This is an optimization exercise on Yosys and OpenROAD, whose aim is small area, a short achievable clock period and few clock cycles per item, not a production implementation. At most, simulation tests tie the RTL to the original design; equivalence was not proved. No activity file was given, so power comes from the tool's default toggle rates.

// sha1_message_digest_unit
module sha1_message_digest_unit (
   input  wire logic        clock,
   input  wire logic        reset,
   input  wire logic        req_valid,
   output logic             req_ready,
   input  wire logic [7:0]  req_data_byte,
   input  wire logic        req_is_last,
   input  wire logic        req_no_byte,
   output logic             rsp_valid,
   input  wire logic        rsp_ready,
   output logic [31:0]      rsp_digest_word0,
   output logic [31:0]      rsp_digest_word1,
   output logic [31:0]      rsp_digest_word2,
   output logic [31:0]      rsp_digest_word3,
   output logic [31:0]      rsp_digest_word4
);
export LEC_CHECK = 0
export CAP_MARGIN = 20
export CORE_MARGIN = 2
export CORE_UTILIZATION = 40
export PLACE_DENSITY = 0.6
export SETUP_SLACK_MARGIN = 4.5
export SLEW_MARGIN = 20
create_clock -name core_clock -period 7.5 [get_ports {clock}]
run.sh (not shown) runs the stock make flow with config.mk's settings and CLKGATE_MAP_FILE= SYNTH_SCRIPT=/design/flow/synth_recipe.tcl, a recipe that flattens the netlist after the stock synthesis.
The starting point finished clean.
Testbench counts at the start, summed over its fixed seeds: cycles 60,550, bytes 35,318.
Edit:
CORE_UTILIZATION = 60   (was 40)
PLACE_DENSITY = 0.75   (was 0.6)
SETUP_SLACK_MARGIN = 4.0   (was 4.5)
Effect:
- The changed run passed the timing, design-rule and antenna checks
- synthesized cell count is unchanged
- via count is about the same
- die area drops by about 33%
- utilization rose by 21 points
- worst hold slack gains 0.020 ns
- design area decreases by 4.8%
- setup slack loses 0.30 ns
- area after synthesis stays the same
- routed wire length came out lower by about 5%
- count of clock-buffer cells in the layout shrinks by 11
Edit:
CORE_UTILIZATION = 40   (was 60)
PLACE_DENSITY = 0.6   (was 0.75)
SETUP_SLACK_MARGIN = 4.5   (was 4.0)
TNS_END_PERCENT = 10   (was default)
Core utilization fell by 21 points; flip-flop and latch count does not change; clock power rose by 7.2%.
Edit:
CTS_BUF_LIST = sky130_fd_sc_hd__clkbuf_8   (was default)
TNS_END_PERCENT = default   (was 10)
=> Clock power falls by 12%; global-route usage rises by 0.51 points; design area rises by 2.8%; area after synthesis does not change; first-iteration DRC count falls by 4.0%; clock skew rises by 0.053 ns; routed wire length rises by 3.5%; die area does not change; combinational power rises by 5.0%; power falls by 2.7%.
Edit:
CTS_BUF_LIST = default   (was sky130_fd_sc_hd__clkbuf_8)
SETUP_SLACK_MARGIN = 5.0   (was 4.5)
The changed run finished clean.
Clock power grows by a little under a tenth.
Design area rose by a few percent.
Routed wire length climbs by a few percent.
Maximum frequency came out lower by a few percent.
Hold slack improved by 0.013 ns.
Setup slack got worse by 0.11 ns.
Core utilization rises by 3.1 points.
Clock-buffer cell count falls by 110.
Sequential cell count is unchanged.
Sequential share of layout area falls by 2.8 points.
Via count climbs slightly.

Another version of the RTL of sha1_message_digest_unit (not shown whole).
Size in the first run: ~5000 cells after synthesis, about 1600 flip-flops, about 180 I/O pins, about 0.063 mm² of cells after synthesis.
==> flow/design.v (excerpt) <==
module sha1_message_digest_unit (
   input  wire logic        clock,
   input  wire logic        reset,
   input  wire logic        req_valid,
   output logic             req_ready,
   input  wire logic [7:0]  req_data_byte,
   input  wire logic        req_is_last,
   input  wire logic        req_no_byte,
   output logic             rsp_valid,
   input  wire logic        rsp_ready,
   output logic [31:0]      rsp_digest_word0,
   output logic [31:0]      rsp_digest_word1,
   output logic [31:0]      rsp_digest_word2,
   output logic [31:0]      rsp_digest_word3,
   output logic [31:0]      rsp_digest_word4
);
Settings: LEC_CHECK=0, CAP_MARGIN=20, CORE_MARGIN=2, CORE_UTILIZATION=40, PLACE_DENSITY=0.6, SETUP_SLACK_MARGIN=5, SLEW_MARGIN=20; clock period 7.5 ns.
Testbench counts at the start, summed over its fixed seeds: cycles 59,823, bytes 35,318.
Change:
SETUP_SLACK_MARGIN = 4.5   (was 5)
Via count is lower by 3.5%.
Count of clock-buffer cells in the layout stays the same.
Utilization is lower by 3.1 points.
Final cell count is lower by 2.8%.
First-iteration DRC count is lower by 3.0%.
Synthesized area stays the same.
Combinational power is lower by 8.0%.
Routed wire length is lower by 6.2%.

trial 60:
sha1_message_digest_unit, a different RTL version from the one above (not shown whole).
Size: about 1500 flip-flops, about 180 I/O pins, about 0.062 mm2 of cells after synthesis.
make LEC_CHECK=0 CAP_MARGIN=20 CORE_MARGIN=2 CORE_UTILIZATION=40 PLACE_DENSITY=0.6 SETUP_SLACK_MARGIN=2.0 SLEW_MARGIN=20 finish   # period 7.5 ns
Trial 60: full flow OK, the timing, design-rule and antenna checks passed
Relative to trial 60, the following input files were edited for build 68:
# trial 60
export LEC_CHECK = 0
export CAP_MARGIN = 20
export CORE_MARGIN = 2
export CORE_UTILIZATION = 40
export PLACE_DENSITY = 0.6
export SETUP_SLACK_MARGIN = 2.0
export SLEW_MARGIN = 20
create_clock -name core_clock -period 7.5 [get_ports {clock}]
# build 68
export LEC_CHECK = 0
export CAP_MARGIN = 20
export CORE_MARGIN = 2
export CORE_UTILIZATION = 40
export PLACE_DENSITY = 0.6
export SETUP_SLACK_MARGIN = 3.5
export SLEW_MARGIN = 20
create_clock -name core_clock -period 7.5 [get_ports {clock}]
==> run notes <==
- Across both runs, wire length on met3 was higher for build 68 than for trial 60.
- Summary of build 68 over trial 60: proportion of power drawn by combinational gates rose 1.9 points; post-synthesis to final-layout area growth higher; instance count on the critical path went up 4.8%; via count grew by 539; routed length per instance rose 0.23 um.
- Of the two values seen for cell with the biggest individual delay on the critical path, sky130_fd_sc_hd__fa_1 was produced by build 68 and sky130_fd_sc_hd__dfxtp_4 by trial 60.
- The last element of the critical path comes out u_back.p_ff[30] in one run and u_back.p_ff[28] in the other, namely in trial 60 and build 68 respectively.
Function was not checked in any run of this note: the RTL went through the layout flow alone.

## before
sha1_message_digest_unit, a different RTL version from the one above (not shown whole).
For scale: roughly 180 I/O pins.
## sha1_message_digest_unit
module sha1_message_digest_unit (
   input  wire logic        clock,
   input  wire logic        reset,
   input  wire logic        req_valid,
   output logic             req_ready,
   input  wire logic [7:0]  req_data_byte,
   input  wire logic        req_is_last,
   input  wire logic        req_no_byte,
   output logic             rsp_valid,
   input  wire logic        rsp_ready,
   output logic [31:0]      rsp_digest_word0,
   output logic [31:0]      rsp_digest_word1,
   output logic [31:0]      rsp_digest_word2,
   output logic [31:0]      rsp_digest_word3,
   output logic [31:0]      rsp_digest_word4
);
   logic                   push, push_final, push_ok, push_ok_nx;
   logic [smd_pkg::SW-1:0] push_data, head;
   logic                   xfer, xlast, xbusy_in, xlast_nx, b_full, b_last;
   smd_front u_front (
      .clock         (clock),
      .reset         (reset),
      .req_valid     (req_valid),
      .req_ready     (req_ready),
      .req_data_byte (req_data_byte),
      .req_is_last   (req_is_last),
      .req_no_byte   (req_no_byte),
  ...
clock: 7.5 ns
lec_check: 0
cap_margin: 20
core_margin: 2
core_utilization: 40
place_density: 0.6
setup_slack_margin: 4.5
slew_margin: 20
Testbench counts of before, summed over its fixed seeds: cycles 60,550, bytes 35,318.
[inputs] after vs before
# before
export LEC_CHECK = 0
export CAP_MARGIN = 20
export CORE_MARGIN = 2
export CORE_UTILIZATION = 40
export PLACE_DENSITY = 0.6
export SETUP_SLACK_MARGIN = 4.5
export SLEW_MARGIN = 20
create_clock -name core_clock -period 7.5 [get_ports {clock}]
# after
export LEC_CHECK = 0
export CAP_MARGIN = 20
export CORE_MARGIN = 2
export CORE_UTILIZATION = 40
export PLACE_DENSITY = 0.6
export SETUP_SLACK_MARGIN = 3.5
export SLEW_MARGIN = 20
create_clock -name core_clock -period 7.5 [get_ports {clock}]
==> comparison <==
Cmp after vs before: area after detailed placement lower in after
In the flow results for before and after, the share of total power in combinational logic is smaller on after.
Relative to before, the reported leakage power of after is lower by 8.7%.
DRC violation total after the first TritonRoute iteration went down slightly going from before to after.
Comparing combined global-route utilization of all metal layers for before and after, the bigger number came from before.
Lower tightest hold margin among before and after: after
Compared with before, in after cell count now smaller; maximum clock rate now larger.
Summary of after over before: worst reg-to-reg path cell count moved down, met3 capacity usage during global routing moved down, fraction of the core area covered by cells at the end of the flow moved down.

==> re-timing with driven ports <==
The flow's constraints put no driver on any port. The routed layouts listed below were extracted and timed again, unchanged, in two steps.
Step 1 assumes that a clkbuf_16 drives the clock port and a buf_2 every other input.
Step 2 moves the port delays by t, midway between the first and last clock arrival at a register: inputs arrive t later, outputs are due t later. That takes back most of the time a late clock gives input paths.
Three values: no drivers, after step 1, after step 2; two values: the first two.
run | t, ns | setup slack, ns | slew at the worst register clock pin (ns)
the first run of note 1 | 0.855 | 4.339 / 4.339 / 3.891 | 0.07 / 0.07
the second run of note 1 | 0.815 | 4.043 / 3.972 / 4.060 | 0.07 / 0.07
the third run of note 1 | 0.857 | 4.309 / 4.247 / 3.725 | 0.07 / 0.07
the fourth run of note 1 | 1.008 | 4.308 / 4.308 / 3.674 | 0.07 / 0.07
the fifth run of note 1 | 0.875 | 4.201 / 4.201 / 4.201 | 0.07 / 0.07
the first run of note 2 | 0.845 | 3.808 / 3.808 / 3.808 | 0.07 / 0.07
the second run of note 2 | 0.838 | 3.865 / 3.865 / 3.865 | 0.07 / 0.07
trial 60 | 0.841 | 2.262 / 2.262 / 2.262 | 0.07 / 0.07
build 68 | 0.850 | 3.173 / 3.173 / 2.845 | 0.07 / 0.07
before | 0.866 | 3.382 / 3.382 / 3.382 | 0.07 / 0.07
after | 0.841 | 3.462 / 3.462 / 3.462 | 0.07 / 0.07
After both steps setup and hold are still met in every run listed. For the fourth run of note 1, which loses most, drivers alone change the setup slack by 0.000 ns; drivers and shift together by -0.634 ns.
